Source: an optimization exercise on an open RTL-to-GDS flow (aim: small area, a short achievable clock period and few clock cycles per item). Production flows keep margins and buffers that such runs may drop. The RTL was checked by simulation tests, not by an equivalence proof against the original design. No activity file was given, so power comes from the tool's default toggle rates.

`config.mk`:
```
export PLATFORM = sky130hd
export DESIGN_NAME = heap_alloc_top
export DESIGN_NICKNAME = heap_alloc_top
export VERILOG_FILES = /design/flow/design.v
export SDC_FILE = /design/flow/constraint.sdc
export NUM_CORES = 4
export LEC_CHECK = 0
export CAP_MARGIN = 20
export CORE_MARGIN = 2
export CORE_UTILIZATION = 45
export SLEW_MARGIN = 20
```
`design.v`:
```
package heap_layout_pkg;
  localparam int DATA_W = 16;
  localparam logic [DATA_W-1:0] BLOCK_HEADER_SIZE = 16'd8;
  localparam logic [DATA_W-1:0] MIN_ALLOC_SIZE    = 16'd16;
  localparam logic [DATA_W-1:0] LIST_HEAD_ADDR = 16'h0010;   
  localparam logic [DATA_W-1:0] HEAP_BASE      = 16'h0020;
  localparam logic [DATA_W-1:0] HEAP_BYTES     = 16'd256;
  localparam int STORE_DEPTH = 34;
  localparam int SLOT_SHIFT  = $clog2(BLOCK_HEADER_SIZE);
  localparam int SLOT_IDX_W  = $clog2(STORE_DEPTH);
  localparam int HEAP_SLOT   = (HEAP_BASE - LIST_HEAD_ADDR) / BLOCK_HEADER_SIZE;
  typedef struct packed {
    logic [DATA_W-1:0] addr;
    logic [DATA_W-1:0] size;
    logic [DATA_W-1:0] next_addr;   
  } header_t;
endpackage
package heap_bus_pkg;
  typedef enum logic [1:0] {
    LOAD            = 2'd0,
    WRITE_SIZE_NEXT = 2'd1,   
    WRITE_NEXT      = 2'd2    
  } store_op_e;
  typedef enum logic [3:0] {
    IDLE,
    SEARCH_WAIT,
    ALLOC_CHECK,
    FIT_WAIT,
    SPLIT_WAIT,
    FREE_CHECK,
    TARGET_WAIT,
    MERGE_CHECK,
    RIGHT_WAIT,
    MERGE_WRITE,
    MERGE_WAIT,
    LINK_WAIT,
    RESULT
  } seq_state_e;
  typedef enum logic [1:0] {
    NONE,
    LEFT,
    RIGHT,
    BOTH
  } free_merge_e;
endpackage
`timescale 1ns/1ps
module heap_alloc_top (
  input  logic        clk_i,
  input  logic        rst_ni,
  input  logic        req_valid_i,
  input  logic        req_is_alloc_i,
  input  logic [15:0] req_size_i,
  input  logic [15:0] req_addr_i,
  output logic        req_ready_o,
  output logic        res_valid_o,
  output logic [15:0] res_addr_o,
  input  logic        res_ready_i
);
  localparam int NS = 32;   
  localparam int NP = 16;   
  function automatic logic ge8(input logic [7:0] a, input logic [7:0] b);
    logic [7:0] g1, l1;
    logic [3:0] g2, l2;
    logic [1:0] g3, l3;
    logic       l4;
    g1 = a & ~b;
    l1 = ~a & b;
    for (int k = 0; k < 4; k++) begin
      g2[k] = g1[2*k+1] | (~l1[2*k+1] & g1[2*k]);
      l2[k] = l1[2*k+1] | (~g1[2*k+1] & l1[2*k]);
    end
    for (int k = 0; k < 2; k++) begin
      g3[k] = g2[2*k+1] | (~l2[2*k+1] & g2[2*k]);
      l3[k] = l2[2*k+1] | (~g2[2*k+1] & l2[2*k]);
    end
    l4  = l3[1] | (~g3[1] & l3[0]);
    ge8 = ~l4;
  endfunction
  function automatic logic gt3(input logic [2:0] a, input logic [2:0] b);
    gt3 = (a[2] & ~b[2]) |
          ((a[2] | ~b[2]) & a[1] & ~b[1]) |
          ((a[2] | ~b[2]) & (a[1] | ~b[1]) & a[0] & ~b[0]);
  endfunction
  logic       in_v_q, in_alloc_q;
  logic [7:0] in_n_q;    
  logic [5:0] in_q1_q;   
  logic [5:0] in_q3_q;   
  logic       go;
  logic [7:0] n_sat;
  assign req_ready_o = ~in_v_q | go;
  assign n_sat       = (req_size_i > 16'd248) ? 8'hFF : req_size_i[7:0];
  always_ff @(posedge clk_i) begin
    if (!rst_ni) begin
      in_v_q <= 1'b0;
    end else begin
      in_v_q <= (req_valid_i & req_ready_o) | (in_v_q & ~go);
    end
  end
  always_ff @(posedge clk_i) begin
    if (req_valid_i & req_ready_o) begin
      in_alloc_q <= req_is_alloc_i;
      in_n_q     <= req_is_alloc_i ? n_sat : (req_addr_i[7:0] - 8'h20);
      in_q1_q    <= {1'b0, n_sat[7:3]} + 6'd1;
      in_q3_q    <= {1'b0, n_sat[7:3]} + 6'd3;
    end
  end
  logic [NS-1:0] h_q, f_q;
  logic [2:0]    off_q [NS];
  logic [7:0]    sz_q  [NP];
  logic [2:0]    r;
  logic [NP-1:0] pf, pw, fitp, selp, cp;
  logic [2:0]    offf [NP];
  logic          any;
  logic [NS-1:0] s1, u, rem_dec;
  logic [NP-1:0] rem_pdec;
  assign r = in_n_q[2:0];
  always_comb begin
    logic seen;
    for (int k = 0; k < NP; k++) begin
      pf[k]   = f_q[2*k] | f_q[2*k+1];
      pw[k]   = f_q[2*k+1];
      offf[k] = pw[k] ? off_q[2*k+1] : off_q[2*k];
      fitp[k] = pf[k] & ge8(sz_q[k], in_n_q);
      cp[k]   = gt3(offf[k], ~r);   
    end
    seen = 1'b0;
    for (int k = 0; k < NP; k++) begin
      selp[k] = fitp[k] & ~seen;
      seen    = seen | fitp[k];
    end
    any = seen;
    for (int k = 0; k < NP; k++) begin
      s1[2*k]   = selp[k] & ~pw[k];
      s1[2*k+1] = selp[k] & pw[k];
    end
    for (int i = 0; i < NS; i++) begin
      u[i] = (s1[i] & ~cp[i/2]) | ((i > 0) ? (s1[(i+NS-1)%NS] & cp[(i+NS-1)/2%NP]) : 1'b0);
    end
    rem_dec = u << in_q1_q;
    for (int k = 0; k < NP; k++) rem_pdec[k] = rem_dec[2*k] | rem_dec[2*k+1];
  end
  logic [4:0]    a_slot;
  logic [NS-1:0] a_dec, a_lt, a_gt, p_dec, n_dec;
  logic [NP-1:0] a_pdec, p_pdec, n_pdec;
  logic          left, right, has_n;
  assign a_slot = in_n_q[7:3];
  always_comb begin
    logic seen;
    for (int i = 0; i < NS; i++) a_dec[i] = (a_slot == 5'(i));
    a_gt[0]  = 1'b0;
    a_lt[NS-1] = 1'b0;
    for (int i = 1; i < NS; i++) a_gt[i] = a_gt[i-1] | a_dec[i-1];
    for (int i = NS - 2; i >= 0; i--) a_lt[i] = a_lt[i+1] | a_dec[i+1];
    seen = 1'b0;
    for (int i = NS - 1; i >= 0; i--) begin
      p_dec[i] = h_q[i] & a_lt[i] & ~seen;
      seen     = seen | p_dec[i];
    end
    seen = 1'b0;
    for (int i = 0; i < NS; i++) begin
      n_dec[i] = h_q[i] & a_gt[i] & ~seen;
      seen     = seen | n_dec[i];
    end
    has_n = seen;
    left  = |(p_dec & f_q);
    right = |(n_dec & f_q);
    for (int k = 0; k < NP; k++) begin
      a_pdec[k] = a_dec[2*k] | a_dec[2*k+1];
      p_pdec[k] = p_dec[2*k] | p_dec[2*k+1];
      n_pdec[k] = n_dec[2*k] | n_dec[2*k+1];
    end
  end
  logic [NP-1:0] msel;
  logic [7:0]    s_sel, sz_n;
  logic [2:0]    o_sel;
  logic          w_sel, c_sel;
  logic [3:0]    k_sel;
  logic [7:0]    st;
  logic [8:0]    st_n;
  always_comb begin
    msel  = in_alloc_q ? selp : p_pdec;
    s_sel = '0;
    o_sel = '0;
    w_sel = 1'b0;
    k_sel = '0;
    c_sel = 1'b0;
    sz_n  = '0;
    st_n  = '0;
    for (int k = 0; k < NP; k++) begin
      s_sel = s_sel | ({8{msel[k]}} & sz_q[k]);
      o_sel = o_sel | ({3{msel[k]}} & offf[k]);
      w_sel = w_sel | (msel[k] & pw[k]);
      k_sel = k_sel | ({4{msel[k]}} & 4'(k));
      c_sel = c_sel | (selp[k] & cp[k]);
      sz_n  = sz_n | ({8{n_pdec[k]}} & sz_q[k]);
    end
    for (int i = 0; i < NS; i++) begin
      st_n = st_n | ({9{n_dec[i]}} & {1'b0, 5'(i), off_q[i]});
    end
    if (!has_n) st_n = 9'd256;
  end
  assign st = {k_sel, w_sel, o_sel};
  logic       split;
  logic [2:0] rem_off;
  logic [7:0] rem_size;
  assign split    = any & ~in_q3_q[5] & ge8(s_sel, {in_q3_q[4:0], r});
  assign rem_off  = o_sel + r;
  assign rem_size = s_sel - {in_q1_q[4:0], r};
  logic [8:0] m_end;
  logic [7:0] m_start;
  logic [7:0] m_size;
  assign m_end   = right ? (st_n + 9'd8 + {1'b0, sz_n}) : st_n;
  assign m_start = left ? st : in_n_q;
  assign m_size  = 8'(m_end - {1'b0, m_start} - 9'd8);
  logic [NS-1:0] h_set, h_clr, f_set, f_clr;
  logic [NP-1:0] sz_we;
  logic [7:0]    sz_wdata;
  assign sz_wdata = in_alloc_q ? rem_size : m_size;
  always_comb begin
    for (int i = 0; i < NS; i++) begin
      h_set[i] = go & in_alloc_q & split & rem_dec[i];
      h_clr[i] = go & ~in_alloc_q & ((a_dec[i] & left) | (n_dec[i] & right));
      f_set[i] = h_set[i] | (go & ~in_alloc_q & a_dec[i] & ~left);
      f_clr[i] = (go & in_alloc_q & s1[i]) | (go & ~in_alloc_q & n_dec[i] & right);
    end
    for (int k = 0; k < NP; k++) begin
      sz_we[k] = go & (in_alloc_q ? (split & rem_pdec[k]) : (left ? p_pdec[k] : a_pdec[k]));
    end
  end
  for (genvar i = 0; i < NS; i++) begin : g_slot
    logic       h_r, f_r;
    logic [2:0] off_r;
    if (i == 0) begin : g_base
      assign h_r   = 1'b1;
      assign off_r = 3'd0;
    end else begin : g_hdr
      always_ff @(posedge clk_i) begin
        if (!rst_ni) begin
          h_r <= 1'b0;
        end else if (h_set[i]) begin
          h_r <= 1'b1;
        end else if (h_clr[i]) begin
          h_r <= 1'b0;
        end
      end
      always_ff @(posedge clk_i) begin
        if (h_set[i]) off_r <= rem_off;
      end
    end
    always_ff @(posedge clk_i) begin
      if (!rst_ni) begin
        f_r <= (i == 0);
      end else if (f_set[i]) begin
        f_r <= 1'b1;
      end else if (f_clr[i]) begin
        f_r <= 1'b0;
      end
    end
    assign h_q[i]   = h_r;
    assign f_q[i]   = f_r;
    assign off_q[i] = off_r;
  end
  for (genvar k = 0; k < NP; k++) begin : g_pair
    logic [7:0] sz_r;
    always_ff @(posedge clk_i) begin
      if (!rst_ni && k == 0) begin
        sz_r <= 8'd248;
      end else if (sz_we[k]) begin
        sz_r <= sz_wdata;
      end
    end
    assign sz_q[k] = sz_r;
  end
  logic       out_v_q;
  logic [8:0] out_addr_q;
  assign go          = in_v_q & (~out_v_q | res_ready_i);
  assign res_valid_o = out_v_q;
  assign res_addr_o  = {7'd0, out_addr_q};
  always_ff @(posedge clk_i) begin
    if (!rst_ni) begin
      out_v_q <= 1'b0;
    end else if (go) begin
      out_v_q <= 1'b1;
    end else if (res_ready_i) begin
      out_v_q <= 1'b0;
    end
  end
  always_ff @(posedge clk_i) begin
    if (go) out_addr_q <= (in_alloc_q & any) ? ({1'b0, st} + 9'h20) : 9'd0;
  end
endmodule
```
`constraint.sdc`:
```
create_clock -name core_clock -period 6.0 [get_ports {clk_i}]
set_input_delay 1.2000 -clock core_clock [delete_from_list [all_inputs] [get_ports {clk_i}]]
set_output_delay 1.2000 -clock core_clock [all_outputs]
set_load 0.01 [all_outputs]
```
`run.sh`:
```
#!/bin/bash
# synth_recipe.tcl (not shown) runs the flow's synth.tcl, then flattens the netlist and writes it again
# the make line also repeats each setting of config.mk as NAME=value (left out here)
make -C /OpenROAD-flow-scripts/flow DESIGN_CONFIG=/design/flow/config.mk WORK_HOME=/design/flow/orfs CLKGATE_MAP_FILE= SYNTH_SCRIPT=/design/flow/synth_recipe.tcl finish
```
==> summary.txt <==
-- worst max-delay path, delay by kind of cell (launching register included) --
| family | cells | cell delay, ns |
|---|---|---|
| AOI/OAI and AO/OA | 9 | 1.20 |
| xor gates and xnor gates | 4 | 0.85 |
| adders and majority gates | 5 | 1.43 |
| buffers and inverters | 8 | 1.12 |
| DFF | 1 | 0.50 |
| muxes | 1 | 0.08 |
| and+or+nand+nor | 9 | 1.84 |
-- state kept, by name (all words and copies together) (netlist names) --
| signal | cells |
|---|---|
| out_v_q | 1 |
| g_pair.sz_r | 128 |
| in_n_q | 8 |
| g_slot.h_r | 31 |
| in_q1_q | 5 |
| in_v_q | 1 |
| out_addr_q | 9 |
| in_q3_q | 6 |
| in_alloc_q | 1 |
| g_slot.off_r | 93 |
| g_slot.f_r | 32 |
-- stage by stage --
| step | power [mW] | cell area [µm²] |
|---|---|---|
| 6_report | 5.81 | 33700 |
| 5_1_grt | 5.92 | 33700 |
| 4_1_cts | 5.73 | 33200 |
| 3_5_place_dp | 3.37 | 30400 |
| 3_3_place_gp | 3.36 | 30400 |
| 2_1_floorplan | 2.92 | 23900 |
-- cell families after synthesis --
kind of cell	synth area share, %
buffers and inverters	5.26
other	0.0159
adders and majority gates	4.47
AOI/OAI and AO/OA	26.1
and+or+nand+nor	20.7
muxes	5.12
DFF	37.1
xor gates and xnor gates	1.19
-- final cells by class --
cell class                 instances  area [µm²]  area share [%]
sequential                       315        8730            25.9
clock inverter                    21         151           0.450
tap                              680         851            2.53
multi-input combinational       2075       14900            44.3
clock buffer                      49        1070            3.17
timing repair buffer             888        7490            22.2
inverter                         122         463            1.37
-- what timing repair did --
| action | 4_1_cts | 5_1_grt |
|---|---|---|
| hold buffers | 0 | 0 |
| pin swaps | 77 | 45 |
| endpoints found under the setup margin | 374 | 374 |
| buffers inserted | 59 | 23 |
| endpoints found under the hold margin | 0 | 0 |
| resized for setup | 238 | 69 |
| gates cloned | 2 | 1 |
-- layout by cell type, fill, tap and decap left out, types with 43 or more instances in the layout --
cell type | netlist | routed
mux2i_1 | 53 | 51
mux2_2 | 56 | 54
nand2_1 | 272 | 267
nand4_1 | 48 | 48
a21oi_1 | 145 | 133
a22oi_1 | 66 | 63
buf_6 | 8 | 51
edfxtp_1 | 242 | 242
inv_1 | 107 | 102
o21ai_0 | 146 | 135
buf_4 | 17 | 754
o21a_1 | 48 | 46
clkbuf_16 | 0 | 43
nor3_1 | 57 | 43
nand3_1 | 110 | 106
nor2_1 | 216 | 201
dfxtp_1 | 73 | 73
-- how the worst max path moves through the flow --
stage | slack (ns) | endpoint | cells after the start
2_1_floorplan | -0.36 | g_pair[0].sz_r[7] | 34
3_5_place_dp | -1.66 | g_pair[0].sz_r[7] | 32
5_1_grt | -1.40 | g_pair[0].sz_r[7] | 34
4_1_cts | -0.89 | g_pair[0].sz_r[7] | 34
6_report | -1.14 | g_pair[0].sz_r[7] | 36
3_3_place_gp | -1.43 | g_pair[1].sz_r[7] | 31
-- power breakdown --
part           internal, mW  switching [mW]
Combinational         0.404           0.661
Clock                  1.31            1.01
Sequential             2.41          0.0138
-- metal layers --
metal | wire length, µm | vias to the layer above | track usage (%)
li1 | - | 11860 | -
met3 | 14800 | 481 | 10.3
met1 | 47300 | 13277 | 58.1
met4 | 11600 | 4 | 33.0
met2 | 53700 | 2173 | 69.9
met5 | 26 | - | 0
==> summary.txt <==
* Status: complete, but fails checks
* Fail Reasons: setup timing
* Hold Crit Start: in_v_q
* Main synth FF type: edfxtp_1
* Final Setup Violations at ~370
* Yosys warns at 4
* Most used cell, CP: buf_4
* Die X at around 230 µm
* Period utilisation layout at 119%
* TritonCTS clock tree: yes
* # diodes at 0
* FMAX at 140 MHz
* Fin util at about two thirds
* WHS Path Cells at 2
* Via count at 27,795
* CP Max Fanout at 16
* PortBufs at 39
* Detail-routed via count per cell at roughly 6.7
* Most frequent cell after synthesis: nand2_1
* Crit path launch: in_n_q[3]
* Standard-cell rows at slightly above 80
* Clock Skews at between 0.015 and 0.02 ns
* Worst R2R Start: in_n_q[3]
* Clock transition at path regs at roughly 0.060 ns
* Clock Tree Buf Depth at 3
* Gr usage total at 46.2%
* Initial core utilization at approximately 46%
* Final hold slack at roughly 0.54 ns
* Gpl congestion at 1.07
* Crit-path slowest cell: or4_4
* Die area at between 50,000 and 60,000 µm²
* Setup total negative slack at -289.49 ns
* Final WL at ~130,000 µm
* Top cells by area, synth: edfxtp_1 31%, dfxtp_1 6.2%, nand2_1 4.3%, nor2_1 3.4%, o21ai_0 3.1%
* Endpoint, Worst Hold: out_v_q
* Pins Over Slew Limit at 0
* Setup crit end kind: flip-flop
* Sink Count at approximately 320
* Tmin final at around 7.1 ns
* Worst reg2reg path depth at 36
* R2R Setup Slk at -1.14 ns
* Share of layout cells above drive strength 1 at between 30 and 40%
* RR Endpoint: g_pair[0].sz_r[7]
* Num ports at 55
* Netlist Area Pre-Place at roughly 24,000 µm²
* Drt first pass iters at 7
* P per Cell Area at around 170 nW/µm²
* First-pass GRT wire length at between 150,000 and 200,000 µm
* Final hold vios at 0
* DRC viols at 0
* DP HPWL at a little over 100,000 µm
* PnR worst setup slack at -1.14 ns
* Seq/Total Area, Yosys at a little under two fifths
* Max Cap Viol at 0
* ANT nets after route at 0
* Synth Instances at about 2,700
* Area of the core at roughly 52,000 µm²
* Worst-Margin Slew at around 1.1 ns
* CTS root buf: clkbuf_16
* Crit path arrival time at around 7.6 ns
* Vias in the first global route at 26,507
* Async SR Flop Fraction at 0%
* Fin nets at 3,524
* Number of H-tree levels at 2
* Initial antenna violation count at 2
* Setup CP Type: reg -> reg
* First-iteration detailed-routing DRC count at slightly below 4,000
* Peak supply drop at roughly 0.00027 V
* TritonCTS Buffers at 39
* WL/cell at between 30 and 40 µm
* Data required, critical path at ~6.5 ns
* Hold WC Path Type: reg -> reg
* Mean Syn Cell Area at 8.81 µm²
* CP max stage delay at approximately 0.58 ns
* Clock Latency Late Sink at between 0.5 and 0.6 ns
* Fill count at between 4,000 and 5,000
* Startpoint types: flip-flop
* Pin count of the biggest net entering global routing at 69
* Total gr overflow at 0
* Synth Register Bits at roughly 320
* EDFF count, synth at ~240
* Setup WS pre-CTS at -1.66 ns
* Share of the synthesized area in the top cell type at a little under a third
* RSZ-0062 raised after global routing: true
* Non-filler instance count after layout at 4,150
* Yosys cell types at roughly 110
* Die Span Y at 233 µm
* Worst rel slew slack at 26.0%
* Area grow syn2layout at 43.1%
* Leakage at around 14 nW
* Synth area leader: edfxtp_1
* Synth top cells by count: 272 x nand2_1, 242 x edfxtp_1, 216 x nor2_1
* Placed instance count at 4,012
Testbench counts, summed over its fixed seeds: cycles 8,016, ops 8,000.

re-timing with driven ports:
The results above use ideal ports. As a check the final layout listed here was re-extracted and re-timed, cells and wires unchanged. Step 1 assumes that a clkbuf_16 drives the clock port and a buf_2 every other input. Step 2 moves the port delays by t, midway between the first and last clock arrival at a register: inputs arrive t later, outputs are due t later. That takes back most of the time a late clock gives input paths. Three values: no drivers, after step 1, after step 2; two values: the first two.
shift t [ns]: 0.633
setup slack, ns: -1.142 / -1.142 / -1.142
hold WS [ns]: 0.536 / 0.536 / 0.536
worst register clock-pin slew, ns: 0.07 / 0.07
The setup slack of this run moves by 0.000 ns with the drivers and by 0.000 ns with both steps.
